This is an optimization exercise on Yosys and OpenROAD, whose aim is a short achievable clock period and few clock cycles per item, not a production implementation.
Where RTL was checked, it was by simulation tests only, not by an equivalence proof against the original.
For runs 1 and 2, only the layout was checked, not whether the RTL still works.
No run shown here takes its clock network from TritonCTS; it comes from the design's own scripts or RTL.
The clock input has no modelled driver; a real chip could not lean on it and would need a root buffer or a full tree.
Power figures rest on the tool's default switching activity, not on a simulated workload.

--- flow/flow/run.sh ---
#!/bin/bash
# Own flow: the standard layout (standard synthesis unchanged), with the
# clock tree step replaced by the shallow tree of flow/manual_cts.tcl.
set -euo pipefail
export PRE_CTS_TCL="$(pwd)/flow/manual_cts.tcl"
bash standard.sh > standard_flow.log 2>&1
--- flow/flow/manual_cts.tcl ---
# Hook sourced by ORFS's cts.tcl before clock tree synthesis (PRE_CTS_TCL).
# It replaces the clock_tree_synthesis command with a shallow, balanced tree:
# the clock port feeds four clkbuf_16 roots placed next to the port, each root
# feeds the leaf clkbuf_16 buffers of one quadrant, and each leaf drives an
# equal-count cluster of flip-flop clock pins (clusters cut by x, then by y),
# and each root drives the same number of leaves.
# Every register sees the same two buffer levels.

proc manual_clock_tree { args } {
  set nx 8
  set ny 6
  set db [ord::get_db]
  set block [ord::get_db_block]
  set clknet [$block findNet clk]
  set bufm [$db findMaster sky130_fd_sc_hd__clkbuf_16]

  set all {}
  foreach it [$clknet getITerms] {
    set b [[$it getInst] getBBox]
    lappend all [list $it [expr {([$b xMin] + [$b xMax]) / 2}] [expr {([$b yMin] + [$b yMax]) / 2}]]
  }
  set N [llength $all]
  puts "manual_clock_tree: $N sinks, $nx x $ny leaf clusters"

  set xs {}; set ys {}
  foreach e $all { lappend xs [lindex $e 1]; lappend ys [lindex $e 2] }
  set xmid [expr {([tcl::mathfunc::min {*}$xs] + [tcl::mathfunc::max {*}$xs]) / 2}]
  set ymid [expr {([tcl::mathfunc::min {*}$ys] + [tcl::mathfunc::max {*}$ys]) / 2}]

  # clock port location
  set px 0; set py 0
  foreach bt [$block getBTerms] {
    if {[$bt getName] eq "clk"} {
      set pb [$bt getBBox]
      set px [expr {([$pb xMin] + [$pb xMax]) / 2}]
      set py [expr {([$pb yMin] + [$pb yMax]) / 2}]
    }
  }

  # four roots
  set roots {}
  foreach q {0 1 2 3} {
    set rn [odb::dbNet_create $block clknet_root_$q]
    $rn setSigType CLOCK
    set r [odb::dbInst_create $block $bufm clkbuf_root_$q]
    [$r findITerm A] connect $clknet
    [$r findITerm X] connect $rn
    lappend roots [list $r $rn]
    set qsx($q) 0; set qsy($q) 0; set qn($q) 0
  }

  # equal-count clusters
  set all [lsort -integer -index 1 $all]
  set i 0
  for {set c 0} {$c < $nx} {incr c} {
    set col [lrange $all [expr {$c * $N / $nx}] [expr {($c + 1) * $N / $nx - 1}]]
    set col [lsort -integer -index 2 $col]
    set M [llength $col]
    for {set r 0} {$r < $ny} {incr r} {
      set grp [lrange $col [expr {$r * $M / $ny}] [expr {($r + 1) * $M / $ny - 1}]]
      set n [llength $grp]
      if {$n == 0} continue
      set sx 0; set sy 0
      foreach e $grp { set sx [expr {$sx + [lindex $e 1]}]; set sy [expr {$sy + [lindex $e 2]}] }
      set cx [expr {$sx / $n}]; set cy [expr {$sy / $n}]
      set q [expr {(2 * $c >= $nx ? 1 : 0) + (2 * $r >= $ny ? 2 : 0)}]
      set inst [odb::dbInst_create $block $bufm clkbuf_leaf_$i]
      $inst setLocation $cx $cy
      $inst setPlacementStatus PLACED
      set net [odb::dbNet_create $block clknet_leaf_$i]
      $net setSigType CLOCK
      [$inst findITerm A] connect [lindex [lindex $roots $q] 1]
      [$inst findITerm X] connect $net
      foreach e $grp { set it [lindex $e 0]; $it disconnect; $it connect $net }
      set qsx($q) [expr {$qsx($q) + $cx}]; set qsy($q) [expr {$qsy($q) + $cy}]; incr qn($q)
      incr i
    }
  }

  # each root sits next to the clock port, on the way to its leaves' centre
  foreach q {0 1 2 3} {
    set r [lindex [lindex $roots $q] 0]
    if {$qn($q) == 0} { set dx 0; set dy 0 } else {
      set dx [expr {double($qsx($q)) / $qn($q) - $px}]
      set dy [expr {double($qsy($q)) / $qn($q) - $py}]
    }
    set d [expr {sqrt($dx * $dx + $dy * $dy)}]
    set f [expr {$d > 0 ? min(1.0, 30000.0 / $d) : 0.0}]
    $r setLocation [expr {int($px + $f * $dx)}] [expr {int($py + $f * $dy)}]
    $r setPlacementStatus PLACED
    puts "manual_clock_tree: root $q drives $qn($q) leaves"
  }
  puts "manual_clock_tree: $i leaves"
  set_propagated_clock [all_clocks]
  detailed_placement
}

# Port buffers: placement leaves a small delay-type buffer on every port and
# later repair only swaps it within its footprint. Give every output port a
# buf_6 (kept as is from here on) and the flip-flop that feeds it a dfxtp_4;
# give every input port a buf_6.
proc size_port_buffers { } {
  set block [ord::get_db_block]
  set nout 0
  set nin 0
  foreach bt [$block getBTerms] {
    if {[$bt getName] eq "clk"} continue
    set net [$bt getNet]
    if {$net eq "NULL"} continue
    if {[$bt getIoType] eq "OUTPUT"} {
      foreach it [$net getITerms] {
        if {![$it isOutputSignal]} continue
        set buf [$it getInst]
        replace_cell [$buf getName] sky130_fd_sc_hd__buf_6
        set_dont_touch [$buf getName]
        incr nout
        foreach bit [$buf getITerms] {
          if {![$bit isInputSignal]} continue
          set inet [$bit getNet]
          if {$inet eq "NULL"} continue
          foreach dit [$inet getITerms] {
            if {![$dit isOutputSignal]} continue
            set d [$dit getInst]
            if {[string match sky130_fd_sc_hd__dfxtp_* [[$d getMaster] getName]]} {
              replace_cell [$d getName] sky130_fd_sc_hd__dfxtp_4
            }
          }
        }
      }
    } elseif {[$bt getIoType] eq "INPUT"} {
      foreach it [$net getITerms] {
        if {![$it isInputSignal]} continue
        set buf [$it getInst]
        if {[string match sky130_fd_sc_hd__*buf* [[$buf getMaster] getName]]} {
          replace_cell [$buf getName] sky130_fd_sc_hd__buf_6
          incr nin
        }
      }
    }
  }
  puts "size_port_buffers: $nout output and $nin input buffers"
}

rename clock_tree_synthesis orfs_clock_tree_synthesis
proc clock_tree_synthesis { args } {
  size_port_buffers
  manual_clock_tree {*}$args
}
--- flow/standard.sh ---
#!/bin/bash
# synth_recipe.tcl (not shown) runs the flow's synth.tcl, then flattens the netlist and writes it again
# the make line also repeats each setting of config.mk as NAME=value (left out here)
make -C /OpenROAD-flow-scripts/flow DESIGN_CONFIG=/design/flow/config.mk WORK_HOME=/design/flow/orfs CLKGATE_MAP_FILE= SYNTH_SCRIPT=/design/flow/synth_recipe.tcl "${@:-finish}"
--- flow/config.mk ---
export PLATFORM = sky130hd
export DESIGN_NAME = conv_requant_packer
export DESIGN_NICKNAME = conv_requant_packer
export VERILOG_FILES = /design/flow/design.v
export SDC_FILE = /design/flow/constraint.sdc
export NUM_CORES = 4
export LEC_CHECK = 0
export ABC_CLOCK_PERIOD_IN_PS = 1000
export CAP_MARGIN = 20
export CORE_MARGIN = 2
export CORE_UTILIZATION = 45
export SETUP_SLACK_MARGIN = 5
export SLEW_MARGIN = 20
export TNS_END_PERCENT = 20
--- flow/constraint.sdc ---
create_clock -name core_clock -period 7.5 [get_ports {clk}]
set_input_delay 1.5000 -clock core_clock [delete_from_list [all_inputs] [get_ports {clk}]]
set_output_delay 1.5000 -clock core_clock [all_outputs]
set_load 0.01 [all_outputs]
--- flow/design.v ---
module conv_requant_packer #(
  parameter int DATA_WIDTH = 8,
  parameter int ACC_WIDTH  = 32,
  parameter int BUS_WIDTH  = 128,
  parameter int ADDR_WIDTH = 18
) (
  input  logic                  clk,
  input  logic                  rst,
  input  logic                  start,
  input  logic [ADDR_WIDTH-1:0] cfg_base_addr,
  input  logic [15:0]           cfg_scale,
  input  logic [4:0]            cfg_shift,
  input  logic [1:0]            cfg_act_mode,
  input  logic [DATA_WIDTH-1:0] cfg_clip_max,
  output logic                  busy,
  output logic                  done,
  input  logic                  in_valid,
  output logic                  in_ready,
  input  logic [ACC_WIDTH-1:0]  in_acc,
  input  logic [ACC_WIDTH-1:0]  in_bias,
  input  logic                  in_last,
  output logic                  out_valid,
  input  logic                  out_ready,
  output logic [ADDR_WIDTH-1:0] out_addr,
  output logic [BUS_WIDTH-1:0]  out_data,
  output logic                  out_last,
  output logic [15:0]           sat_count
);
  localparam int PW = 48;                        
  localparam int NB = 9;                         
  function automatic logic [2*PW-1:0] csa(input logic [PW-1:0] a, input logic [PW-1:0] b,
                                          input logic [PW-1:0] c);
    logic [PW-1:0] s, cy;
    s   = a ^ b ^ c;
    cy  = ((a & b) | (a & c) | (b & c)) << 1;
    csa = {cy, s};
  endfunction
  function automatic logic [PW:0] ksadd(input logic [PW-1:0] a, input logic [PW-1:0] b,
                                        input logic cin);
    logic [PW-1:0] g, p, gg, pp, gn, pn;
    logic [PW:0]   sum;
    g  = a & b;
    p  = a ^ b;
    gg = g;
    pp = p;
    gg[0] = g[0] | (p[0] & cin);
    for (int d = 1; d < PW; d = d * 2) begin
      gn = gg;
      pn = pp;
      for (int i = d; i < PW; i++) begin
        gn[i] = gg[i] | (pp[i] & gg[i-d]);
        pn[i] = pp[i] & pp[i-d];
      end
      gg = gn;
      pp = pn;
    end
    sum[0] = p[0] ^ cin;
    for (int i = 1; i < PW; i++) sum[i] = p[i] ^ gg[i-1];
    sum[PW] = gg[PW-1];
    ksadd = sum;
  endfunction
  function automatic logic [11:0] window(input logic [PW-1:0] p, input logic [31:0] sh_oh,
                                         input logic [PW-1:0] fmask);
    logic [PW:0] p2;
    logic [9:0]  w;
    logic        fit;
    p2 = {p, 1'b0};
    for (int j = 0; j < 10; j++) w[j] = |(sh_oh & p2[j +: 32]);
    fit = &(~(p ^ {PW{p[PW-1]}}) | ~fmask);
    window = {p[PW-1], fit, w};
  endfunction
  logic busy_q, done_q, run_q, in_ready_q, first_q;
  logic [5:0] cnt_q;                    
  logic start_ok, accept, pop, out_free;
  logic [5:0] cnt_d;
  logic run_d;
  logic out_valid_q, out_last_q;
  logic idle_q, inrn_q, ovn_q;
  assign start_ok = start & idle_q;
  assign accept   = in_valid & ~inrn_q;
  assign pop      = ~ovn_q & out_ready;
  assign out_free = ovn_q | out_ready;
  assign busy     = busy_q;
  assign done     = done_q;
  assign in_ready = in_ready_q;
  logic room00, room10, room01, room11, room;
  always_comb begin
    case ({accept, pop})
      2'b10:   cnt_d = cnt_q + 6'd1;
      2'b01:   cnt_d = cnt_q - 6'd16;
      2'b11:   cnt_d = cnt_q - 6'd15;
      default: cnt_d = cnt_q;
    endcase
    if (start_ok) cnt_d = '0;
    room00 = (cnt_q <= 6'd31);
    room10 = (cnt_q <= 6'd30);
    room01 = (cnt_q >= 6'd16) && (cnt_q <= 6'd47);
    room11 = (cnt_q >= 6'd15) && (cnt_q <= 6'd46);
    case ({accept, pop})
      2'b10:   room = room10;
      2'b01:   room = room01;
      2'b11:   room = room11;
      default: room = room00;
    endcase
    run_d = start_ok | (run_q & ~(accept & in_last));
  end
  logic in_ready_d, hlast_q;
  assign in_ready_d = start_ok | (run_q & ~(accept & in_last) & room);
  always_ff @(posedge clk) begin
    if (rst) begin
      busy_q     <= 1'b0;
      idle_q     <= 1'b1;
      done_q     <= 1'b0;
      run_q      <= 1'b0;
      in_ready_q <= 1'b0;
      inrn_q     <= 1'b1;
      first_q    <= 1'b0;
      cnt_q      <= '0;
    end else begin
      busy_q     <= start_ok | (~idle_q & ~done_q);
      idle_q     <= ~start_ok & (idle_q | done_q);
      done_q     <= pop & hlast_q;
      run_q      <= run_d;
      in_ready_q <= in_ready_d;
      inrn_q     <= ~in_ready_d;
      first_q    <= start_ok;
      cnt_q      <= cnt_d;
    end
  end
  logic [15:0] scale_q;
  logic [4:0]  shift_q;
  logic [1:0]  mode_q;
  logic signed [7:0] clip_q;
  always_ff @(posedge clk) begin
    if (idle_q) begin
      scale_q <= cfg_scale;
      shift_q <= cfg_shift;
      mode_q  <= cfg_act_mode;
      clip_q  <= cfg_clip_max;
    end
  end
  logic [NB-1:0] bneg_q, bone_q, btwo_q;
  logic [PW-1:0] fmask_q;                
  logic [31:0]   shoh_q;                 
  logic signed [9:0] hi_q, him1_q, lo_q, lom1_q;
  logic [7:0]    hib_q, lob_q;
  logic [PW-1:0] pmax_q, pmin_q;         
  logic [11:0]   wmax_q, wmin_q;         
  always_ff @(posedge clk) begin
    logic [17:0] y;
    logic signed [7:0] lo8, hi8;
    y = {2'b00, scale_q};
    for (int i = 0; i < NB; i++) begin
      logic ym1, y0, y1;
      ym1 = (i == 0) ? 1'b0 : y[2*i-1];
      y0  = y[2*i];
      y1  = y[2*i+1];
      bneg_q[i] <= y1 & ~(y0 & ym1);
      bone_q[i] <= y0 ^ ym1;
      btwo_q[i] <= (y1 & ~y0 & ~ym1) | (~y1 & y0 & ym1);
    end
    for (int k = 0; k < PW; k++) fmask_q[k] <= (k >= int'(shift_q) + 8);
    for (int k = 0; k < 32; k++) shoh_q[k] <= (k == int'(shift_q));
    case (mode_q)
      2'd1: begin lo8 = 8'sd0; hi8 = 8'sd127; end
      2'd2: begin
        if (clip_q < 0) begin lo8 = clip_q; hi8 = clip_q; end
        else begin lo8 = 8'sd0; hi8 = clip_q; end
      end
      default: begin lo8 = -8'sd128; hi8 = 8'sd127; end
    endcase
    hi_q   <= 10'(hi8);
    him1_q <= 10'(hi8) - 10'sd1;
    lo_q   <= 10'(lo8);
    lom1_q <= 10'(lo8) - 10'sd1;
    hib_q  <= hi8;
    lob_q  <= lo8;
    pmax_q <= {1'b0, scale_q, 31'd0} - {32'd0, scale_q};
    pmin_q <= '0 - {1'b0, scale_q, 31'd0};
    wmax_q <= window(pmax_q, shoh_q, fmask_q);
    wmin_q <= window(pmin_q, shoh_q, fmask_q);
  end
  logic        v0, l0;
  logic [31:0] a0, b0;
  always_ff @(posedge clk) begin
    a0 <= in_acc;
    b0 <= in_bias;
    l0 <= in_last;
  end
  logic        v1, l1, as1, bs1;
  logic [16:0] lo1;
  logic [15:0] hi1_c0, hi1_c1;
  always_ff @(posedge clk) begin
    logic [PW:0] lo, h0, h1;
    lo = ksadd(PW'(a0[15:0]), PW'(b0[15:0]), 1'b0);
    h0 = ksadd(PW'(a0[31:16]), PW'(b0[31:16]), 1'b0);
    h1 = ksadd(PW'(a0[31:16]), PW'(b0[31:16]), 1'b1);
    lo1    <= lo[16:0];
    hi1_c0 <= h0[15:0];
    hi1_c1 <= h1[15:0];
    as1    <= a0[31];
    bs1    <= b0[31];
    l1     <= l0;
  end
  logic        v2, l2, ovf2, neg2;
  logic [PW-1:0] r2_0, r2_1, r2_2, r2_3, r2_4, r2_5;
  always_ff @(posedge clk) begin
    logic signed [31:0] x;
    logic [PW-1:0] m;
    logic [PW-1:0] row [NB];
    x = {lo1[16] ? hi1_c1 : hi1_c0, lo1[15:0]};
    for (int i = 0; i < NB; i++) begin
      m = '0;
      if (bone_q[i]) m = PW'(x);
      if (btwo_q[i]) m = PW'(x) << 1;
      if (bneg_q[i]) m = ~m;
      row[i] = m << (2 * i);
      if (i > 0) row[i][2*i-2] = bneg_q[i-1];
    end
    {r2_1, r2_0} <= csa(row[0], row[1], row[2]);
    {r2_3, r2_2} <= csa(row[3], row[4], row[5]);
    {r2_5, r2_4} <= csa(row[6], row[7], row[8]);
    ovf2 <= (as1 == bs1) & (x[31] != as1);
    neg2 <= as1;
    l2   <= l1;
  end
  logic        v3, l3, ovf3, neg3;
  logic [PW-1:0] r3_0, r3_1;
  always_ff @(posedge clk) begin
    logic [PW-1:0] t0, t1, t2, t3, u0, u1;
    {t1, t0} = csa(r2_0, r2_1, r2_2);
    {t3, t2} = csa(r2_3, r2_4, r2_5);
    {u1, u0} = csa(t0, t1, t2);
    {r3_1, r3_0} <= csa(u0, u1, t3);
    ovf3 <= ovf2;
    neg3 <= neg2;
    l3   <= l2;
  end
  logic        v4, l4, ovf4, neg4;
  logic [24:0] plo4;
  logic        c24n4;                    
  logic [23:0] phi4_c0, phi4_c1;
  always_ff @(posedge clk) begin
    logic [PW:0] lo, h0, h1;
    lo = ksadd(PW'(r3_0[23:0]), PW'(r3_1[23:0]), 1'b0);
    h0 = ksadd(PW'(r3_0[47:24]), PW'(r3_1[47:24]), 1'b0);
    h1 = ksadd(PW'(r3_0[47:24]), PW'(r3_1[47:24]), 1'b1);
    plo4    <= lo[24:0];
    c24n4   <= ~lo[24];
    phi4_c0 <= h0[23:0];
    phi4_c1 <= h1[23:0];
    ovf4 <= ovf3;
    neg4 <= neg3;
    l4   <= l3;
  end
  logic        v5, l5;
  logic [11:0] w5;
  always_ff @(posedge clk) begin
    logic [11:0] wc0, wc1;
    wc0 = window({phi4_c0, plo4[23:0]}, shoh_q, fmask_q);
    wc1 = window({phi4_c1, plo4[23:0]}, shoh_q, fmask_q);
    if (ovf4) begin
      w5 <= neg4 ? wmin_q : wmax_q;
    end else begin
      w5[5:0]  <= plo4[24] ? wc1[5:0] : wc0[5:0];
      w5[11:6] <= c24n4 ? wc0[11:6] : wc1[11:6];
    end
    l5 <= l4;
  end
  logic        v6, l6, sat6;
  logic [7:0]  q6;
  always_ff @(posedge clk) begin
    logic signed [9:0] h;
    logic b, fit, sgn, ge_hi, le_lo, sat_p, sat_n;
    logic [7:0] inc;
    h   = {w5[9], w5[9:1]};
    b   = w5[0];
    fit = w5[10];
    sgn = w5[11];
    inc = h[7:0] + {7'd0, b};
    ge_hi = b ? (h >= him1_q) : (h >= hi_q);
    le_lo = b ? (h <= lom1_q) : (h <= lo_q);
    sat_p = b ? (h >= 10'sd127) : (h >= 10'sd128);
    sat_n = b ? (h <= -10'sd130) : (h <= -10'sd129);
    if (!fit)       q6 <= sgn ? lob_q : hib_q;
    else if (ge_hi) q6 <= hib_q;
    else if (le_lo) q6 <= lob_q;
    else            q6 <= inc;
    sat6 <= ~fit | sat_p | sat_n;
    l6   <= l5;
  end
  always_ff @(posedge clk) begin
    if (rst) begin
      v0 <= 1'b0; v1 <= 1'b0; v2 <= 1'b0; v3 <= 1'b0;
      v4 <= 1'b0; v5 <= 1'b0; v6 <= 1'b0;
    end else begin
      v0 <= accept; v1 <= v0; v2 <= v1; v3 <= v2;
      v4 <= v3; v5 <= v4; v6 <= v5;
    end
  end
  logic [15:0]           lane_q;                
  logic [BUS_WIDTH-1:0]  pack_q, out_data_q;
  logic                  pack_full_q, pack_last_q;
  logic [ADDR_WIDTH-1:0] naddr_q, out_addr_q;
  logic                  complete, load_out;
  logic [BUS_WIDTH-1:0]  word;
  assign complete = v6 & (lane_q[15] | l6);
  assign load_out = out_free & (pack_full_q | complete);
  always_comb begin
    for (int k = 0; k < 16; k++) word[k*8 +: 8] = lane_q[k] ? q6 : pack_q[k*8 +: 8];
  end
  always_ff @(posedge clk) begin
    if (rst) begin
      lane_q      <= 16'd1;
      pack_q      <= '0;
      pack_full_q <= 1'b0;
      pack_last_q <= 1'b0;
    end else if (pack_full_q) begin
      if (out_free) begin
        pack_q      <= '0;
        pack_full_q <= 1'b0;
      end
    end else if (v6) begin
      if (complete) begin
        lane_q <= 16'd1;
        if (out_free) begin
          pack_q <= '0;
        end else begin
          pack_q      <= word;
          pack_full_q <= 1'b1;
          pack_last_q <= l6;
        end
      end else begin
        lane_q <= {lane_q[14:0], 1'b0};
        pack_q <= word;
      end
    end
  end
  always_ff @(posedge clk) begin
    if (idle_q)         naddr_q <= cfg_base_addr;
    else if (load_out)  naddr_q <= naddr_q + ADDR_WIDTH'(1);
  end
  logic                  out_valid_d, out_last_d;
  logic [BUS_WIDTH-1:0]  out_data_d, hdata_q;
  logic [ADDR_WIDTH-1:0] haddr_q;
  assign out_valid_d = pack_full_q | complete;
  assign out_last_d  = pack_full_q ? pack_last_q : l6;
  assign out_data_d  = pack_full_q ? pack_q : word;
  always_ff @(posedge clk) begin
    if (out_free) begin
      hdata_q <= out_data_d;
      haddr_q <= naddr_q;
      hlast_q <= out_last_d;
    end
  end
  always_ff @(posedge clk) begin
    if (rst) begin
      out_valid_q <= 1'b0;
      ovn_q       <= 1'b1;
      out_last_q  <= 1'b0;
      out_data_q  <= '0;
      out_addr_q  <= '0;
    end else if (out_free) begin
      out_valid_q <= out_valid_d;
      ovn_q       <= ~out_valid_d;
      out_last_q  <= out_last_d;
      out_data_q  <= out_data_d;
      out_addr_q  <= naddr_q;
    end else begin
      out_last_q  <= hlast_q;
      out_data_q  <= hdata_q;
      out_addr_q  <= haddr_q;
    end
  end
  assign out_valid = out_valid_q;
  assign out_data  = out_data_q;
  assign out_addr  = out_addr_q;
  assign out_last  = out_last_q;
  logic [15:0] sat_cnt_q, satn_q, sat_d, c;
  always_comb begin
    c = ~satn_q;
    sat_d = c;
    if (first_q)                           sat_d = '0;
    else if (v6 && sat6 && c != 16'hFFFF)  sat_d = c + 16'd1;
  end
  always_ff @(posedge clk) begin
    if (rst) begin
      sat_cnt_q <= '0;
      satn_q    <= '1;
    end else begin
      sat_cnt_q <= sat_d;
      satn_q    <= ~sat_d;
    end
  end
  assign sat_count = sat_cnt_q;
endmodule
==> summary.txt, run 1 <==
Multi-input gate area=30800 µm²; sequential element share of the synthesized area=0.442; commonest non-fill, non-tap cell in the layout=dfxtp_1; synthesized area=59100 µm²; Post-synth ARST share=0; core box area=131000 µm²; worst-margin pin slew=approximately 1.2 ns; RSZ-0062 raised after global routing=true; CTS Hold Bufs=0; critical setup path kind=in -> reg; crit path DAT=between 3 and 4 ns; Max VDD drop=348 µV; CP required=7.91 ns; clock latency (worst-skew pair)=0.53 ns; DR iter-0 viols=4575; Yosys cell types=79; Die Span X=367 µm; DRC=0; fin nets=around 6500; Die Height=367 µm; diodes inserted=0; first-pass GRT wire length=278 mm; min Tclk post-route=2.65 ns; Avg WL per Cell=24.1 µm; syn nets=6557; final hold slack=0.290 ns; total power=approximately 24 mW; post-route ant nets=0; Worst setup SP type=input port; pwr/cell area=~360 nW/µm²; YS warnings=2; dpl cells=between 7000 and 8000; max_cap viols=0; fmax=377 MHz; worst flop-to-flop path startpoint=pmax_q[6]$_DFF_P_; final core occ=0.505; number of flops mapped to enable cells by yosys=49; final WL=roughly 190 mm; maximum fanout along the worst path=23; HPWL Detailed=121 mm; FP Rows=~130; share of layout cells above drive strength 1=0.131; leakage power=25.7 nW; initial antenna violation count=0; Top FF cell, synth=dfxtp_1; critical path startpoint=out_ready; clk_skew=~0.071 ns; Fin Setup TNS=0 ns; vias in the first global route=44800; register bit total from synthesis=1282; status=no timing/DRC/antenna violations; gr ovfl total=0; Hold Crit Class=reg -> reg; Vias/cell=5.93; relative slew slack=0.191; Worst-path clk slew=0.10 ns; RD Place Congestion=0.937; Gate Count Post-Synth=6012; largest net degree at the start of global routing=281; Slew Viols, Final=0; Initial Utilization=0.452; area grow syn2layout=11.9%; drt first pass iters=12; Non-Filler Instances=7690; FF/Latch Area=about 27000 µm²; DIE AREA=134000 µm²; CP endpoint kind=flip-flop; critical hold path startpoint=l4$_DFF_P_; Vias=45600; PortBufs=between 200 and 300; fillcell total=11900; endpoints failing hold=0; syn avg cell area=9.84 µm²; final setup vio count=0; Final Cycle Share=0.354; commonest non-fill, non-tap cells in the layout=1030 x dfxtp_1, 564 x a22oi_1, 518 x nand2_1, 328 x xnor2_1, 311 x o21ai_0; top-level port count=286; GRT Resource Usage Total=0.262
cell usage after synthesis (33+ instances only):
cell type | n | share of area
a21o_1 | 33 | 0.0042
a21oi_1 | 154 | 0.013
a221oi_1 | 88 | 0.013
a22o_1 | 73 | 0.011
a22oi_1 | 565 | 0.072
and2_1 | 48 | 0.0051
buf_1 | 61 | 0.0039
clkbuf_1 | 460 | 0.029
dfxtp_1 | 1233 | 0.42
edfxtp_1 | 49 | 0.025
fa_1 | 247 | 0.084
ha_1 | 179 | 0.038
inv_1 | 238 | 0.015
mux2i_1 | 153 | 0.026
nand2_1 | 521 | 0.033
nand3_1 | 91 | 0.0077
nand4_1 | 79 | 0.0084
nor2_1 | 289 | 0.018
nor2b_1 | 186 | 0.020
nor3_1 | 52 | 0.0044
o21ai_0 | 318 | 0.027
xnor2_1 | 332 | 0.049
xor2_1 | 191 | 0.028
power by group:
part	internal [mW]	total (mW)	switching, mW
Clock	1.24	3.31	2.07
Combinational	4.39	10.1	5.76
Sequential	8.46	10.3	1.84
Total	14.1	23.7	9.66
critical path: stages:
cell     delay (ns)
buf_6          0.10
or2_1          0.21
buf_6          0.20
a21oi_4        0.22
buf_4          0.18
and3_4         0.37
a22oi_1        0.14
nor2_1         0.13
layout make-up:
type	instances	share of cell area
Inverter	241	0.0137
Sequential cell	1282	0.406
Timing Repair Buffer	385	0.0622
Tap cell	1755	0.0332
Buffer	52	0.0197
Multi-Input combinational cell	3975	0.466
stage by stage:
stage	cell area (µm²)	setup slack, ns
after detailed placement	62900	3.27
final	66100	4.85
after floorplan	59300	4.59
after global placement	62900	3.31
after global routing	66100	4.78
after CTS	65700	4.81
per-layer routing:
layer  track usage  vias to the layer above  wire [µm]
met3        0.0365                      560      13900
li1              -                    20600          -
met4        0.0872                        0       7140
met1         0.346                    22200      76900
met5             0                        -          0
met2         0.441                     2220      87300
kinds of logic after synthesis:
logic type	after synthesis	share of synthesized area
compound gates	1444	0.168
simple gates	1400	0.112
flops	1282	0.442
buf+inv	763	0.0485
xor+xnor	523	0.0775
fa+ha+maj	426	0.121
mux	174	0.0299
timing repair:
| action | in CTS | in global routing |
|---|---|---|
| pin swaps | 9 | 23 |
| buffers inserted | 11 | 13 |
| cloned | 8 | 3 |
| setup endpoints to repair | 539 | 669 |
| resized for setup | 68 | 86 |
sequential cells by signal, indices dropped and copies added (netlist names), 37 cells and up:
name	flops
fmask_q	47
hdata_q	128
out_data_q	128
pack_q	128
pmax_q	47
r2_0	37
r2_2	38
r2_4	37
r3_0	48
r3_1	43
path summary, 6_finish.rpt:
kind | end | slack [ns] | cells past startpoint
setup / recovery | pack_q[47]$_SDFFE_PP0P_ | 4.85 | 8
hold / removal | l5$_DFF_P_ | 0.29 | 0
setup reg to reg | wmax_q[10]$_DFF_P_ | 4.93 | 6
hold reg to reg | l5$_DFF_P_ | 0.29 | 0
==> inputs of run 2 (changes only) <==
--- a/flow/config.mk
+++ b/flow/config.mk
@@ -7,8 +7,8 @@
 export LEC_CHECK = 0
 export ABC_CLOCK_PERIOD_IN_PS = 1000
-export CAP_MARGIN = 20
+export CAP_MARGIN = 40
 export CORE_MARGIN = 2
 export CORE_UTILIZATION = 45
 export SETUP_SLACK_MARGIN = 5
-export SLEW_MARGIN = 20
+export SLEW_MARGIN = 60
 export TNS_END_PERCENT = 20
==> run 2 against run 1 <==
  * Still clean
  * Critical path depth up 1
  * Register-to-register slack improved by 0.06 ns
  * Sequential cell count unchanged
  * Design area is 1.6% higher
  * Via count rose by 0.19%
  * Synthesized cell count stayed put
  * Global-route usage hardly changed
  * Setup slack improved by 0.10 ns
  * Utilization up 0.82 points
  * Synthesized area stayed put
  * Clock power barely moved
  * Largest cell class unchanged
==> summary.txt, run 2 <==
status=no timing/DRC/antenna violations; endpoints failing hold=0; gr ovfl total=0; DIE AREA=134000 µm²; share of layout cells above drive strength 1=0.159; Non-Filler Instances=7736; area grow syn2layout=13.7%; Crit-path slowest cell=or2_4; dpl ws=3.54 ns; CP Cell Sequence=buf_8 -> or2_4 -> buf_12 -> a21oi_4 -> buf_6 -> and3_4 -> buf_12 -> a22oi_1 -> nor2_1; top cells by area, synth=dfxtp_1 42%, fa_1 8.4%, a22oi_1 7.2%, xnor2_1 4.9%, ha_1 3.8%; final hold slack=between 0.2 and 0.3 ns; Worst setup SP type=input port; clock latency (worst-skew pair)=approximately 0.53 ns; syn nets=6557; final setup margin=4.95 ns; most frequent CP cell=buf_12; number of flops mapped to enable cells by yosys=49; final core occ=0.513; relative slew slack=0.528; most frequent cell after synthesis=dfxtp_1; Vias=~46000; FF/Latch Area=26900 µm²; commonest non-fill, non-tap cell in the layout=dfxtp_1; diodes inserted=0; register bit total from synthesis=1282; YS warnings=2; syn avg cell area=9.84 µm²; sequential element share of the synthesized area=0.442; post-route ant nets=0; CP endpoint kind=flip-flop; commonest non-fill, non-tap cells in the layout=957 x dfxtp_1, 553 x a22oi_1, 518 x nand2_1, 328 x xnor2_1, 306 x o21ai_0; dpl cells=between 7000 and 8000; fmax=392 MHz; Die Height=367 µm; Yosys cell types=79; final WL=between 150 and 200 mm; top-level port count=286; HPWL Detailed=between 100 and 150 mm; cell taking the most area after synthesis=dfxtp_1; GRT Resource Usage Total=0.263; Initial Utilization=0.452; first-pass GRT wire length=279 mm; maximum fanout along the worst path=7; drt first pass iters=13; Post-synth ARST share=0; Vias/cell=slightly below 6; initial antenna violation count=2; clk_skew=between 0.06 and 0.07 ns; vias in the first global route=45100; Final Cycle Share=0.340; Avg WL per Cell=23.9 µm; fin nets=6528; leakage power=between 20 and 30 nW; CP required=7.91 ns; DR iter-0 viols=5125; Gate Count Post-Synth=6012; Worst-path clk slew=roughly 0.10 ns; Max VDD drop=352 µV; crit path buf inv count=4; most common library cells after synthesis=1233 x dfxtp_1, 565 x a22oi_1, 521 x nand2_1; Slew Viols, Final=0; top-area cell type share of the netlist area=0.417; RSZ-0062 raised after global routing=true; Multi-input gate area=31100 µm²; Hold Crit Class=reg -> reg; pwr/cell area=356 nW/µm²; critical setup path kind=in -> reg; min Tclk post-route=approximately 2.6 ns; Die Span X=roughly 370 µm; synthesized area=59100 µm²; Fin Setup TNS=0 ns; core box area=131000 µm²; CP delay by family, top=simple AND/OR/NAND/NOR gates; worst-margin pin slew=0.705 ns; RD Place Congestion=between 0.9 and 1; crit path DAT=2.96 ns; largest net degree at the start of global routing=about 120; Top FF cell, synth=dfxtp_1; final setup vio count=0; fillcell total=between 10000 and 15000; critical path's largest stage delay=~0.26 ns; Largest regs=hdata_q (128), out_data_q (128), pack_q (128); PortBufs=around 290; DRC=0; FP Rows=133; max_cap viols=0
run 2: cell counts after synthesis:
Identical to the previous run, type by type.
run 2: repair_timing:
item	CTS	global route
setup endpoints to repair	225	281
buffers inserted	16	31
cloned	4	5
resized for setup	67	115
hold buffers	0	0
pin swaps	15	46
run 2: cell type report:
class / count / area share
repair buffers: 434 / 0.0711
well taps: 1755 / 0.0327
plain buffers: 52 / 0.0194
flip-flops and latches: 1282 / 0.401
multi-input cells: 3972 / 0.463
inverters: 241 / 0.0135
run 2: cell families (layout without fill, tap and decap cells):
group | count (synthesis) | after routing | synth area share
xor+xnor | 523 | 523 | 0.0775
flops | 1282 | 1282 | 0.442
compound gates | 1444 | 1445 | 0.168
fa+ha+maj | 426 | 426 | 0.121
simple gates | 1400 | 1404 | 0.112
mux | 174 | 174 | 0.0299
buf+inv | 763 | 727 | 0.0485
run 2: metal layers:
layer  global-route usage  share of wire  vias to the layer above
met5                    0              0                        -
met4               0.0852          0.039                        0
met3               0.0401          0.077                      536
met2                0.443           0.47                     2230
met1                0.344           0.41                    22200
li1                     -              -                    20700
run 2: worst register-to-register path: stages, from the launching register on:
cell	delay (ns)
dfxtp_2	0.34
ha_4	0.24
a2111o_1	0.38
o21bai_4	0.19
a311o_1	0.41
a2111oi_4	0.41
o31ai_1	0.14
a21oi_1	0.19
xnor2_1	0.13
run 2: where the power goes:
part	internal [mW]	switching, mW
logic	4.47	5.83
clock network	1.24	2.08
registers	8.49	1.79
total	14.2	9.70
run 2: final timing paths:
kind / startpoint / end / slack [ns] / cells after the start
worst max register to register: b0[6]$_DFF_P_ / lo1[15]$_DFF_P_ / 4.99 / 8
worst min-delay path: l4$_DFF_P_ / l5$_DFF_P_ / 0.29 / 0
worst min register to register: l4$_DFF_P_ / l5$_DFF_P_ / 0.29 / 0
worst max-delay path: out_ready / pack_q[77]$_SDFFE_PP0P_ / 4.95 / 9
run 2: metrics by stage:
stage	instance area (µm²)	total power, mW
detailed placement	63500	20.4
floorplan	59300	16.6
finish	67200	23.9
global route	67200	25.7
CTS	66300	23.7
global placement	62900	20.1
==> inputs of run 3 (changes only) <==
--- a/flow/design.v
+++ b/flow/design.v
@@ -313,19 +313,12 @@
     if (rst) begin
       lane_q      <= 16'd1;
-      pack_q      <= '0;
       pack_full_q <= 1'b0;
       pack_last_q <= 1'b0;
     end else if (pack_full_q) begin
-      if (out_free) begin
-        pack_q      <= '0;
-        pack_full_q <= 1'b0;
-      end
+      if (out_free) pack_full_q <= 1'b0;
     end else if (v6) begin
       if (complete) begin
         lane_q <= 16'd1;
-        if (out_free) begin
-          pack_q <= '0;
-        end else begin
-          pack_q      <= word;
+        if (!out_free) begin
           pack_full_q <= 1'b1;
           pack_last_q <= l6;
@@ -333,8 +326,15 @@
       end else begin
         lane_q <= {lane_q[14:0], 1'b0};
-        pack_q <= word;
       end
     end
   end
+  logic pack_clear;
+  assign pack_clear = out_free & (pack_full_q | complete);
+  always_ff @(posedge clk) begin
+    for (int k = 0; k < 16; k++) begin
+      if (rst || pack_clear)     pack_q[k*8 +: 8] <= 8'd0;
+      else if (v6 && lane_q[k])  pack_q[k*8 +: 8] <= q6;
+    end
+  end
   always_ff @(posedge clk) begin
     if (idle_q)         naddr_q <= cfg_base_addr;
--- a/flow/flow/manual_cts.tcl
+++ b/flow/flow/manual_cts.tcl
@@ -92,4 +92,5 @@
   }
   puts "manual_clock_tree: $i leaves"
+  global_connect
   set_propagated_clock [all_clocks]
   detailed_placement
@@ -104,4 +105,5 @@
   set nout 0
   set nin 0
+  set keep {}
   foreach bt [$block getBTerms] {
     if {[$bt getName] eq "clk"} continue
@@ -113,5 +115,5 @@
         set buf [$it getInst]
         replace_cell [$buf getName] sky130_fd_sc_hd__buf_6
-        set_dont_touch [$buf getName]
+        lappend keep [$buf getName]
         incr nout
         foreach bit [$buf getITerms] {
@@ -139,4 +141,7 @@
     }
   }
+  # connect the new cells' supply pins, then keep the output buffers as they are
+  global_connect
+  foreach name $keep { set_dont_touch $name }
   puts "size_port_buffers: $nout output and $nin input buffers"
 }
--- a/flow/config.mk
+++ b/flow/config.mk
@@ -7,8 +7,8 @@
 export LEC_CHECK = 0
 export ABC_CLOCK_PERIOD_IN_PS = 1000
-export CAP_MARGIN = 40
+export CAP_MARGIN = 50
 export CORE_MARGIN = 2
 export CORE_UTILIZATION = 45
 export SETUP_SLACK_MARGIN = 5
-export SLEW_MARGIN = 60
+export SLEW_MARGIN = 75
 export TNS_END_PERCENT = 20
==> run 3 against run 2 <==
  * Clock power about the same
  * Total power increased by 2.8%
  * Via count grew 1.4%
  * Largest cell class unchanged
  * Routed wire length fell by 1.4%
  * Critical path depth decreased by 2
  * Die area rose by 0.94%
  * Highest routed layer unchanged
  * Worst hold slack improved by 0.033 ns
  * Utilization up 0.54 points
  * Combinational power increased by 6%
  * Synthesized cell count rose by 2.6%
  * Synthesized area increased by 0.95%
==> summary.txt, run 3 <==
RSZ-0062 raised after global routing=true; Vias/cell=5.86; DR iter-0 viols=slightly above 5000; relative slew slack=0.743; CP endpoint kind=flip-flop; total power=24.6 mW; min Tclk post-route=around 2.6 ns; post-route ant nets=0; sequential element share of the synthesized area=0.438; crit path buf inv count=5; Worst-path clk slew=0.11 ns; worst flop-to-flop path startpoint=a0[25]$_DFF_P_; CP required=7.86 ns; critical path startpoint=rst; PortBufs=285; largest net degree at the start of global routing=between 50 and 60; gr ovfl total=0; area grow syn2layout=14.4%; drt first pass iters=11; number of flops mapped to enable cells by yosys=49; Vias=46300; Max VDD drop=between 300 and 400 µV; synthesized area=59700 µm²; GRT Resource Usage Total=0.260; commonest non-fill, non-tap cells in the layout=908 x dfxtp_1, 671 x nand2_1, 414 x a22oi_1, 325 x xnor2_1, 314 x o21ai_0; Crit-path slowest cell=buf_6; max_cap viols=0; maximum fanout along the worst path=33; fillcell total=11800; syn nets=6712; Slew Viols, Final=0; share of layout cells above drive strength 1=0.167; top-area cell type share of the netlist area=0.413; Post-synth ARST share=0; Final Cycle Share=0.341; Top FF cell, synth=dfxtp_1; worst reg2reg path endpoint=hi1_c0[15]$_DFF_P_; worst-margin pin slew=0.375 ns; DIE AREA=~140000 µm²; commonest non-fill, non-tap cell in the layout=dfxtp_1; critical path's largest stage delay=0.26 ns; syn avg cell area=9.68 µm²; top-level port count=286; most frequent cell after synthesis=dfxtp_1; Initial Utilization=0.454; crit path capture=pack_q[32]$_SDFFE_PP0P_; HPWL Detailed=roughly 130 mm; cell taking the most area after synthesis=dfxtp_1; critical setup path kind=in -> reg; pwr/cell area=360 nW/µm²; CP delay by family, top=buffers and inverters; clock latency (worst-skew pair)=0.55 ns; final setup vio count=0; DRC=0; Yosys cell types=92; Worst setup SP type=input port; first-pass GRT wire length=279 mm; initial antenna violation count=1; vias in the first global route=46000; R2R setup slack=4.98 ns; Largest regs=hdata_q (128), out_data_q (128), pack_q (128); FP Rows=roughly 130; register bit total from synthesis=between 1000 and 1500; fmax=between 300 and 400 MHz; Gate Count Post-Synth=6166; crit path DAT=2.92 ns; Hold Crit Class=reg -> reg; Die Span X=around 370 µm; Crit. path cell count=7; most common library cells after synthesis=1233 x dfxtp_1, 672 x nand2_1, 448 x clkbuf_1; RD Place Congestion=0.959; Avg WL per Cell=23.1 µm; fin nets=~6700; clk_skew=0.0854 ns; YS warnings=2; core box area=132000 µm²; leakage power=about 27 nW; CP Cell Sequence=buf_6 -> o21bai_4 -> buf_8 -> buf_8 -> buf_16 -> buf_16 -> a21oi_1; status=no timing/DRC/antenna violations; R2R cell count=9; diodes inserted=0; endpoints failing hold=0; Fin Setup TNS=0 ns; final WL=183 mm; Die Height=368 µm; top cells by area, synth=dfxtp_1 41%, fa_1 8.3%, a22oi_1 5.2%, xnor2_1 4.9%, nand2_1 4.2%
## run 3: changes by cell type in the layout (fill, tap and decap cells not counted), moves of 17 or more
cell,before,now
nand2_1,518,671
buf_4,101,68
a21oi_1,142,270
dfxtp_4,175,228
nand3_1,91,223
o22ai_1,29,46
mux2i_1,152,131
o21ai_4,17,0
buf_2,1,21
buf_8,6,30
nor2b_2,19,2
dfxtp_1,957,908
a22oi_1,553,414
nor2_1,284,148
## run 3: where the power goes
part	switching [mW]	leakage [nW]	internal, mW
logic	6.18	15.7	4.72
registers	1.81	10.9	8.52
clock network	2.10	0.641	1.24
total	10.1	27.2	14.5
## run 3: logic make-up (layout without fill, tap and decap cells)
logic type,after synthesis,count (layout),synth area share
XOR/XNOR,528,528,0.0775
AND/OR/NAND/NOR,1527,1527,0.122
flip-flops,1282,1282,0.438
multiplexers,161,161,0.0274
adder cells (fa/ha/maj),427,427,0.121
buffers and inverters,767,754,0.0493
AO/OA/AOI/OAI,1474,1474,0.166
## run 3: metrics by stage
step,hold slack [ns],util,std cells,setup WS (ns),instance area (µm²)
finish,0.326,0.519,7908,4.94,68300
global route,0.336,0.519,7908,4.83,68300
CTS,0.332,0.515,7889,4.90,67700
detailed placement,0.312,0.497,7832,3.95,65400
global placement,0.311,0.481,7749,3.28,63400
floorplan,0.310,-,6166,4.88,59800
## run 3: worst min-delay path by stage
stage               startpoint         endpoint  slack, ns  depth (start not counted)
3_5_place_dp   r3_0[3]$_DFF_P_  plo4[3]$_DFF_P_       0.31                          0
6_report          ovf2$_DFF_P_     ovf3$_DFF_P_       0.33                          0
4_1_cts           ovf2$_DFF_P_     ovf3$_DFF_P_       0.33                          0
2_1_floorplan       l0$_DFF_P_       l1$_DFF_P_       0.31                          0
5_1_grt        r3_0[1]$_DFF_P_  plo4[1]$_DFF_P_       0.34                          0
3_3_place_gp      ovf2$_DFF_P_     ovf3$_DFF_P_       0.31                          0
## run 3: cell type report
class | instances | area [µm²] | area share
buffer | 52 | 1300 | 0.0191
inverter | 232 | 877 | 0.0128
multi-input combinational | 4117 | 31400 | 0.460
sequential | 1282 | 27100 | 0.397
tap | 1755 | 2200 | 0.0322
timing repair buffer | 470 | 5370 | 0.0787
## run 3: repair_timing
action | in CTS | in global routing
pin swaps | 1 | 11
hold buffers | 0 | 0
resized for setup | 3 | 31
endpoints found under the setup margin | 99 | 147
buffers inserted | 4 | 10
cloned | 1 | 3
## run 3: worst register-to-register path, stage by stage, from the launching register on
cell and delay (ns):
dfxtp_1 0.31, ha_1 0.39, inv_1 0.13, o21bai_1 0.10
a21oi_2 0.20, o21ai_0 0.11, a21o_1 0.21, a221oi_1 0.29
clkdlybuf4s50_1 0.57, xor2_1 0.14
## run 3: per-layer routing
layer	wire (µm)	share of wire	global-route usage
met1	76500	0.42	0.348
met2	84200	0.46	0.426
met3	13900	0.076	0.0364
met4	7920	0.043	0.0946
met5	0	0	0
Testbench counts of run 3, summed over its fixed seeds: cycles 9,727, items 9,247.
==> inputs of run 4 (changes only) <==
--- a/flow/config.mk
+++ b/flow/config.mk
@@ -7,8 +7,8 @@
 export LEC_CHECK = 0
 export ABC_CLOCK_PERIOD_IN_PS = 1000
-export CAP_MARGIN = 50
+export CAP_MARGIN = 40
 export CORE_MARGIN = 2
 export CORE_UTILIZATION = 45
 export SETUP_SLACK_MARGIN = 5
-export SLEW_MARGIN = 75
+export SLEW_MARGIN = 60
 export TNS_END_PERCENT = 20
==> run 4 against run 3 <==
  * Still clean
  * Combinational power hardly changed
  * Register-to-register slack worse by 0.02 ns
  * Design area is 2.4% lower
  * Sequential cell count stayed put
  * Clock skew is 0.017 ns lower
  * Global-route usage is 0.12 points lower
  * Synthesized cell count stayed put
  * Critical endpoint is now w5[10]$_DFF_P_
  * Largest cell class unchanged
  * Largest power group unchanged
==> summary.txt, run 4 <==
post-synthesis xor/xnor area fraction=0.0775; crit path DAT=2.99 ns; gr ovfl total=0; final setup vio count=0; DP Area=63800 µm²; commonest non-fill, non-tap cells in the layout=969 x dfxtp_1, 672 x nand2_1, 414 x a22oi_1, 326 x xnor2_1, 325 x o21ai_0; top-level port count=286; Gate Count Post-Synth=6166; Vias/cell=5.88; DIE AREA=between 100000 and 150000 µm²; Die Height=368 µm; most common library cells after synthesis=1233 x dfxtp_1, 672 x nand2_1, 448 x clkbuf_1; largest net degree at the start of global routing=95; M3 GR Usage=0.0392; area grow syn2layout=11.6%; Top FF cell, synth=dfxtp_1; CP required=7.94 ns; PortBufs=between 200 and 300; sequential element share of the synthesized area=0.438; Hold Crit Class=reg -> reg; fin area=66600 µm²; syn avg cell area=9.68 µm²; final WL=182 mm; Final Cycle Share=0.339; Fin Setup TNS=0 ns; final core occ=0.506; sw frac=0.411; max_cap viols=0; syn nets=6712; number of flops mapped to enable cells by yosys=49; CP endpoint kind=flip-flop; top cells by area, synth=dfxtp_1 41%, fa_1 8.3%, a22oi_1 5.2%, xnor2_1 4.9%, nand2_1 4.2%; drt first pass iters=11; core box area=between 100000 and 150000 µm²; critical path startpoint=plo4[3]$_DFF_P_; Worst-path clk slew=0.11 ns; clk_skew=0.0679 ns; sequential share of power=0.425; top-area cell type share of the netlist area=0.413; FP Rows=approximately 130; diodes inserted=0; worst-margin pin slew=between 0.6 and 0.7 ns; Vias=about 46000; GRT met1 Usage=0.342; register bit total from synthesis=1282; cell taking the most area after synthesis=dfxtp_1; Max VDD drop=360 µV; Largest regs=hdata_q (128), out_data_q (128), pack_q (128); Yosys cell types=between 90 and 100; Synth Area in Compound Gates=0.166; dpl cells=between 7000 and 8000; Initial Utilization=0.454; min Tclk post-route=2.54 ns; worst flop-to-flop path startpoint=plo4[3]$_DFF_P_; Non-Filler Instances=7839; leakage power=26.6 nW; Post-synth ARST share=0; GRT Resource Usage Total=0.258; synthesized area=roughly 60000 µm²; HPWL Detailed=roughly 120 mm; most frequent cell after synthesis=dfxtp_1; Post-Synth Adder-Cell Area=0.121; busiest grt layer=met2; endpoints failing hold=0; part of the power in the clock network=0.137; critical hold path startpoint=ovf3$_DFF_P_; Logic pwr share=0.438; relative slew slack=0.559; YS warnings=2; fmax=393 MHz; Die Span X=368 µm; vias in the first global route=between 40000 and 50000; Simple-Gate Fraction of Synth Area=0.122; share of layout cells above drive strength 1=0.136; Slew Viols, Final=0; DR iter-0 viols=5095; Avg WL per Cell=23.2 µm; Switch Pwr=between 9 and 10 mW; post-route ant nets=0; fin nets=6632; initial antenna violation count=2; Worst setup SP type=flip-flop; multiplexer share of the synthesized area=0.0274; RSZ-0062 raised after global routing=true; largest family of logic cells by synthesized area=compound AO/OA/AOI/OAI gates; dpl ws=3.69 ns; commonest non-fill, non-tap cell in the layout=dfxtp_1; pwr/cell area=roughly 360 nW/µm²; RD Place Congestion=0.959; final setup margin=4.96 ns; M2 GR Usage=0.429; Int Pwr=14.3 mW; DRC=0; first-pass GRT wire length=277 mm; clock latency (worst-skew pair)=0.53 ns; critical setup path kind=reg -> reg; status=no timing/DRC/antenna violations; maximum fanout along the worst path=7
## run 4: layout make-up
class | instances | area [µm²]
fillers | 12000 | 65000
multi-input cells | 4117 | 31000
inverters | 232 | 883
well taps | 1755 | 2200
repair buffers | 401 | 4360
plain buffers | 52 | 1300
flip-flops and latches | 1282 | 26900
## run 4: worst max-delay path, cell delays in order, from the launching register on
cell and delay, ns:
dfxtp_1 0.63, nor2b_1 0.12, a2111oi_0 0.40, a21oi_1 0.08, a2111oi_1 0.38, nand3_1 0.16, nor4_1 0.42, o31a_1 0.29
## run 4: routing by layer
layer,routed length [µm],part of all wire
met1,76200,0.42
met4,7640,0.042
met3,13600,0.075
met2,84200,0.46
met5,13,0.000072
## run 4: cell families (layout without fill, tap and decap cells)
group                      count (synthesis)  count (layout)
xor gates and xnor gates                 528             528
buffers and inverters                    767             685
muxes                                    161             161
AOI/OAI and AO/OA                       1474            1474
and+or+nand+nor                         1527            1527
DFF                                     1282            1282
adders and majority gates                427             427
## run 4: timing repair
item / in CTS / in global routing
cloned: 1 / 0
buffers inserted: 0 / 19
gates resized for setup: 14 / 48
hold buffers: 0 / 0
setup endpoints to repair: 240 / 234
pin swaps: 0 / 12
## run 4: final timing paths
path	to	slack, ns	cells after the start
setup / recovery	w5[10]$_DFF_P_	4.96	7
hold reg to reg	ovf4$_DFF_P_	0.33	0
setup reg to reg	w5[10]$_DFF_P_	4.96	7
hold / removal	ovf4$_DFF_P_	0.33	0
## run 4: stage by stage
stage / power, mW / hold WS (ns)
6_report: 24.2 / 0.331
3_3_place_gp: 20.5 / 0.311
2_1_floorplan: 16.8 / 0.310
3_5_place_dp: 20.8 / 0.312
4_1_cts: 24.1 / 0.337
5_1_grt: 26.1 / 0.343
## run 4: power groups by stage
stage	clock network, mW	registers, mW	logic, mW
final	3.33	10.3	10.6
after global routing	3.65	10.4	12.0
after CTS	3.46	10.2	10.5
after detailed placement	0	10.4	10.4
after global placement	0	10.4	10.2
after floorplan	0	9.25	7.60
==> inputs of run 5 (changes only) <==
--- a/flow/config.mk
+++ b/flow/config.mk
@@ -9,5 +9,5 @@
 export CAP_MARGIN = 40
 export CORE_MARGIN = 2
-export CORE_UTILIZATION = 45
+export CORE_UTILIZATION = 55
 export SETUP_SLACK_MARGIN = 5
 export SLEW_MARGIN = 60
==> run 5 against run 4 <==
  * Setup slack improved by 0.018 ns
  * Sequential cell count did not move
  * Combinational power barely moved
  * Final cell count fell by 4.5%
  * Die area fell by 18%
  * Global-route usage rose by 5.3 points
  * Synthesized cell count did not move
  * Worst hold slack got worse by 0.046 ns
  * Largest cell class unchanged
  * Largest power group unchanged
  * Highest routed layer is now met4
==> summary.txt, run 5 <==
status=no timing/DRC/antenna violations; Worst-path clk slew=0.10 ns; syn avg cell area=9.68 µm²; min Tclk post-route=2.53 ns; Crit. path cell count=1; crit path DAT=1.03 ns; critical path's largest stage delay=0.38 ns; HPWL Detailed=119 mm; DR iter-0 viols=5807; Fin Setup TNS=0 ns; commonest non-fill, non-tap cells in the layout=958 x dfxtp_1, 672 x nand2_1, 414 x a22oi_1, 327 x o21ai_0, 326 x xnor2_1; fin area=66300 µm²; final WL=180 mm; endpoints failing hold=0; gr ovfl total=0; vias in the first global route=~45000; Avg WL per Cell=approximately 24 µm; clk_skew=about 0.093 ns; R2R cell count=10; CP endpoint kind=output pin; clock latency (worst-skew pair)=0.55 ns; crit path capture=out_data[94]; CP delay by family, top=flip-flops; max_cap viols=0; sequential element share of the synthesized area=0.438; worst flop-to-flop path startpoint=b0[0]$_DFF_P_; worst-margin pin slew=slightly below 0.7 ns; final setup vio count=0; first-pass GRT wire length=273 mm; worst reg2reg path endpoint=lo1[16]$_DFF_P_; register bit total from synthesis=around 1300; RSZ-0062 raised after global routing=true; DP Area=63400 µm²; R2R setup slack=roughly 5 ns; most frequent cell after synthesis=dfxtp_1; pwr/cell area=366 nW/µm²; Slew Viols, Final=0; Hold Crit Class=reg -> reg; syn nets=6712; top cells by area, synth=dfxtp_1 41%, fa_1 8.3%, a22oi_1 5.2%, xnor2_1 4.9%, nand2_1 4.2%; critical setup path kind=reg -> out; cell taking the most area after synthesis=dfxtp_1; initial antenna violation count=0; GRT Resource Usage Total=0.311; Largest regs=hdata_q (128), out_data_q (128), pack_q (128); Vias=46200; Vias/cell=6.16; maximum fanout along the worst path=1; core box area=107000 µm²; RD Place Congestion=roughly 0.96; PortBufs=285; Top FF cell, synth=dfxtp_1; Post-synth ARST share=0; post-route ant nets=0; largest net degree at the start of global routing=85; share of layout cells above drive strength 1=0.136; Final Cycle Share=0.337; Max VDD drop=583 µV; Initial Utilization=0.556; CP required=~6.0 ns; commonest non-fill, non-tap cell in the layout=dfxtp_1; FP Rows=120; top-area cell type share of the netlist area=0.413; CP Cell Sequence=buf_6; Crit-path slowest cell=dfxtp_4; crit path buf inv count=1; Hold Path Stages=0; area grow syn2layout=11.0%; Gate Count Post-Synth=6166; top-level port count=approximately 290; Worst setup SP type=flip-flop; Die Span X=~330 µm; most common library cells after synthesis=1233 x dfxtp_1, 672 x nand2_1, 448 x clkbuf_1; Die Height=333 µm; Yosys cell types=92; fmax=396 MHz; fin nets=approximately 6600; DIE AREA=around 110000 µm²; drt first pass iters=15; DRC=0; number of flops mapped to enable cells by yosys=49; synthesized area=59700 µm²; relative slew slack=0.541; leakage power=~27 nW; critical path startpoint=out_data_q[94]$_SDFF_PP0_; YS warnings=2
run 5: power breakdown:
part | switching (mW) | total (mW) | internal [mW]
Clock | 2.08 | 3.32 | 1.24
Combinational | 6.11 | 10.7 | 4.55
Sequential | 1.83 | 10.3 | 8.47
Total | 10.0 | 24.3 | 14.3
run 5: through the flow:
| step | hold slack, ns | util | setup slack (ns) | std cells | power [mW] |
|---|---|---|---|---|---|
| floorplan | 0.310 | - | 4.88 | 6166 | 16.8 |
| global placement | 0.312 | 0.585 | 3.52 | 7386 | 20.5 |
| detailed placement | 0.312 | 0.591 | 3.73 | 7405 | 20.9 |
| CTS | 0.284 | 0.613 | 4.89 | 7461 | 24.1 |
| global route | 0.296 | 0.617 | 4.92 | 7488 | 26.1 |
| finish | 0.285 | 0.617 | 4.97 | 7489 | 24.3 |
run 5: cells by family (layout without fill, tap and decap cells):
| kind of cell | Yosys count | count (layout) | synth area share |
|---|---|---|---|
| buf+inv | 767 | 686 | 0.0493 |
| compound gates | 1474 | 1474 | 0.166 |
| mux | 161 | 161 | 0.0274 |
| other cells | 0 | 1 | 0 |
| xor+xnor | 528 | 528 | 0.0775 |
| simple gates | 1527 | 1527 | 0.122 |
| flops | 1282 | 1282 | 0.438 |
| fa+ha+maj | 427 | 427 | 0.121 |
run 5: cell type report:
cell class	instances	area (µm²)
Inverter	232	880
Buffer	52	1300
Timing Repair Buffer	402	4500
Sequential cell	1282	26900
Tap cell	1403	1760
Antenna cell	1	2.50
Fill cell	8999	41100
Multi-Input combinational cell	4117	30900
run 5: how the worst min path moves through the flow:
| stage | from | endpoint | slack, ns |
|---|---|---|---|
| after floorplan | l0$_DFF_P_ | l1$_DFF_P_ | 0.31 |
| after global routing | r3_0[2]$_DFF_P_ | plo4[2]$_DFF_P_ | 0.30 |
| after detailed placement | r3_0[2]$_DFF_P_ | plo4[2]$_DFF_P_ | 0.31 |
| after CTS | r3_0[2]$_DFF_P_ | plo4[2]$_DFF_P_ | 0.28 |
| after global placement | l1$_DFF_P_ | l2$_DFF_P_ | 0.31 |
| final | r3_0[2]$_DFF_P_ | plo4[2]$_DFF_P_ | 0.29 |
run 5: routing by layer:
layer | up-vias | part of all wire | track usage
li1 | 21100 | - | -
met1 | 22200 | 0.43 | 0.437
met2 | 2300 | 0.45 | 0.496
met3 | 580 | 0.085 | 0.0486
met4 | 0 | 0.036 | 0.0912
met5 | - | 0 | 0
run 5: timing repair:
item,in CTS,in global routing
pin swaps,0,14
gates resized for setup,13,31
setup buffers,1,19
cloned,3,4
endpoints found under the setup margin,235,232
hold buffers,0,0
==> inputs of run 6 (changes only) <==
--- a/flow/config.mk
+++ b/flow/config.mk
@@ -9,5 +9,5 @@
 export CAP_MARGIN = 40
 export CORE_MARGIN = 2
-export CORE_UTILIZATION = 55
+export CORE_UTILIZATION = 50
 export SETUP_SLACK_MARGIN = 5
 export SLEW_MARGIN = 60
==> run 6 against run 5 <==
  * Routed wire length is 2.2% higher
  * Critical path depth is 6 higher
  * Worst hold slack better by 0.033 ns
  * Sequential power hardly changed
  * Design area is 0.53% higher
  * Synthesized cell count stayed put
  * Sequential share of layout area is 0.24 points lower
  * Die area is 9.9% higher
  * Total power is 0.62% higher
  * Fmax is 2.9% lower
  * Final cell count is 1.9% higher
  * Register-to-register slack worse by 0.13 ns
  * Critical endpoint is now w5[10]$_DFF_P_
  * Largest cell class unchanged
==> summary.txt, run 6 <==
status=no timing/DRC/antenna violations; YS warnings=2; post-synthesis xor/xnor area fraction=0.0775; top-level port count=286; Yosys cell types=around 90; commonest non-fill, non-tap cells in the layout=968 x dfxtp_1, 672 x nand2_1, 414 x a22oi_1, 328 x o21ai_0, 326 x xnor2_1; clock latency (worst-skew pair)=0.55 ns; core box area=118000 µm²; vias in the first global route=45000; Die Height=350 µm; Post-synth ARST share=0; RD Place Congestion=0.956; sequential share of power=0.422; share of layout cells above drive strength 1=0.136; most common library cells after synthesis=1233 x dfxtp_1, 672 x nand2_1, 448 x clkbuf_1; Gate Count Post-Synth=6166; GRT Resource Usage Total=0.289; sw frac=0.415; DIE AREA=122000 µm²; Die Span X=~350 µm; critical setup path kind=reg -> reg; endpoints failing hold=0; fin nets=6640; largest family of logic cells by synthesized area=compound AO/OA/AOI/OAI gates; Final Cycle Share=0.347; part of the power in the clock network=0.136; CP endpoint kind=flip-flop; DRC=0; min Tclk post-route=2.60 ns; syn nets=~6700; worst-margin pin slew=0.635 ns; CP required=~8 ns; register bit total from synthesis=around 1300; diodes inserted=0; area grow syn2layout=11.6%; Vias=46000; commonest non-fill, non-tap cell in the layout=dfxtp_1; maximum fanout along the worst path=7; post-route ant nets=0; final hold slack=0.318 ns; HPWL Detailed=122 mm; GRT met1 Usage=0.393; Top FF cell, synth=dfxtp_1; M2 GR Usage=0.466; Worst setup SP type=flip-flop; most frequent cell after synthesis=dfxtp_1; M3 GR Usage=0.0482; syn avg cell area=9.68 µm²; R2R setup slack=4.90 ns; final setup vio count=0; Synth Area in Compound Gates=0.166; top-area cell type share of the netlist area=0.413; Fin Setup TNS=0 ns; fillcell total=roughly 10000; first-pass GRT wire length=276 mm; Initial Utilization=0.505; largest net degree at the start of global routing=92; Vias/cell=6.03; PortBufs=285; FP Rows=126; RSZ-0062 raised after global routing=true; gr ovfl total=0; Avg WL per Cell=roughly 24 µm; clk_skew=just under 0.09 ns; leakage power=26.7 nW; max_cap viols=0; Int Pwr=14.3 mW; cell taking the most area after synthesis=dfxtp_1; CTS Hold Bufs=0; Largest regs=hdata_q (128), out_data_q (128), pack_q (128); sequential element share of the synthesized area=0.438; DR iter-0 viols=5299; Switch Pwr=10.1 mW; Simple-Gate Fraction of Synth Area=0.122; pwr/cell area=~370 nW/µm²; busiest grt layer=met2; Logic pwr share=0.442; crit path DAT=just over 3 ns; Slew Viols, Final=0; top cells by area, synth=dfxtp_1 41%, fa_1 8.3%, a22oi_1 5.2%, xnor2_1 4.9%, nand2_1 4.2%; fmax=384 MHz; number of flops mapped to enable cells by yosys=49; synthesized area=59700 µm²; Post-Synth Adder-Cell Area=0.121; Max VDD drop=385 µV; Worst-path clk slew=0.12 ns; multiplexer share of the synthesized area=0.0274; final WL=184 mm; relative slew slack=0.576; drt first pass iters=12; Hold Crit Class=reg -> reg; initial antenna violation count=4
==> run 6: cell counts after synthesis <==
Identical to the previous run, type by type.
==> run 6: cell type report <==
class | count | area (µm²) | area share
multi-input cells | 4117 | 30900 | 0.464
inverters | 232 | 883 | 0.0133
repair buffers | 409 | 4660 | 0.0700
plain buffers | 52 | 1300 | 0.0195
well taps | 1536 | 1920 | 0.0289
flip-flops and latches | 1282 | 26900 | 0.404
==> run 6: per-layer routing <==
metal / wire (µm) / up-vias
met5: 0 / -
met4: 7440 / 0
met3: 14800 / 533
met2: 82800 / 2214
met1: 78600 / 22100
li1: - / 21100
==> run 6: final timing paths <==
path              startpoint        endpoint  cells after the start
max          plo4[3]$_DFF_P_  w5[10]$_DFF_P_                      7
max reg2reg  plo4[3]$_DFF_P_  w5[10]$_DFF_P_                      7
min reg2reg     neg2$_DFF_P_    neg3$_DFF_P_                      0
min             neg2$_DFF_P_    neg3$_DFF_P_                      0
==> run 6: worst max-delay path, stage by stage, from the launching register on <==
cell and delay, ns:
dfxtp_1 0.71, nor2b_1 0.16, a2111oi_2 0.44, a21oi_1 0.09, a2111oi_1 0.38, nand3_1 0.17
nor4_1 0.38, o31a_1 0.25
==> run 6: stage by stage <==
step	cell area [µm²]	total power [mW]	utilization	std cells	setup slack, ns
floorplan	59800	16.8	-	6166	4.88
global placement	63100	20.7	0.533	7524	3.34
finish	66600	24.4	0.563	7628	4.90
global route	66600	26.2	0.563	7628	4.81
detailed placement	63700	21.0	0.539	7551	3.66
CTS	66200	24.3	0.560	7610	4.85
==> run 6: power by group through the flow <==
stage	logic (mW)	clock network [mW]	registers [mW]
finish	10.8	3.33	10.3
global route	12.1	3.64	10.4
CTS	10.7	3.42	10.2
detailed placement	10.6	0	10.4
global placement	10.3	0	10.4
floorplan	7.60	0	9.25
==> run 6: cells by family after synthesis <==
kind of cell | count (synthesis)
compound gates | 1474
fa+ha+maj | 427
flops | 1282
simple gates | 1527
xor+xnor | 528
mux | 161
buf+inv | 767
==> run 6: repair_timing <==
item,CTS,global route
resized for setup,13,34
gates cloned,5,3
pin swaps,1,6
setup endpoints to repair,287,250
buffers inserted,2,12

==> port drivers added, routing unchanged <==
How much do the figures lean on ideal ports? The routed layouts below were timed once more, with nothing changed but the port constraints.
Step 1 (the two cells are an assumption about what drives the block):
set clk [get_ports {clk}]
set_driving_cell -lib_cell sky130_fd_sc_hd__clkbuf_16 $clk
set_driving_cell -lib_cell sky130_fd_sc_hd__buf_2 [delete_from_list [all_inputs] $clk]
Step 2 times the ports against the registers' clock, not the clock port: input delays grow and output delays shrink by t, the midpoint of the rising clock arrivals with the driver on.
a / b / c = ideal / step 1 / step 2; a / b = the first two.
run | shift t [ns] | slack for setup (ns) | worst data-port slew with drivers (ns)
run 1 | 0.550 | 4.846 / 4.865 / 4.315 | 0.07
run 2 | 0.553 | 4.948 / 4.921 / 4.405 | 0.08
run 3 | 0.569 | 4.941 / 4.895 / 4.394 | 0.07
run 4 | 0.555 | 4.955 / 4.911 / 4.429 | 0.06
run 5 | 0.556 | 4.973 / 4.914 / 4.519 | 0.14
run 6 | 0.556 | 4.897 / 4.896 / 4.392 | 0.13
After both steps every run listed still meets setup and hold. The setup slack of run 3, which loses most, moves by -0.046 ns with the drivers and by -0.547 ns with both steps.
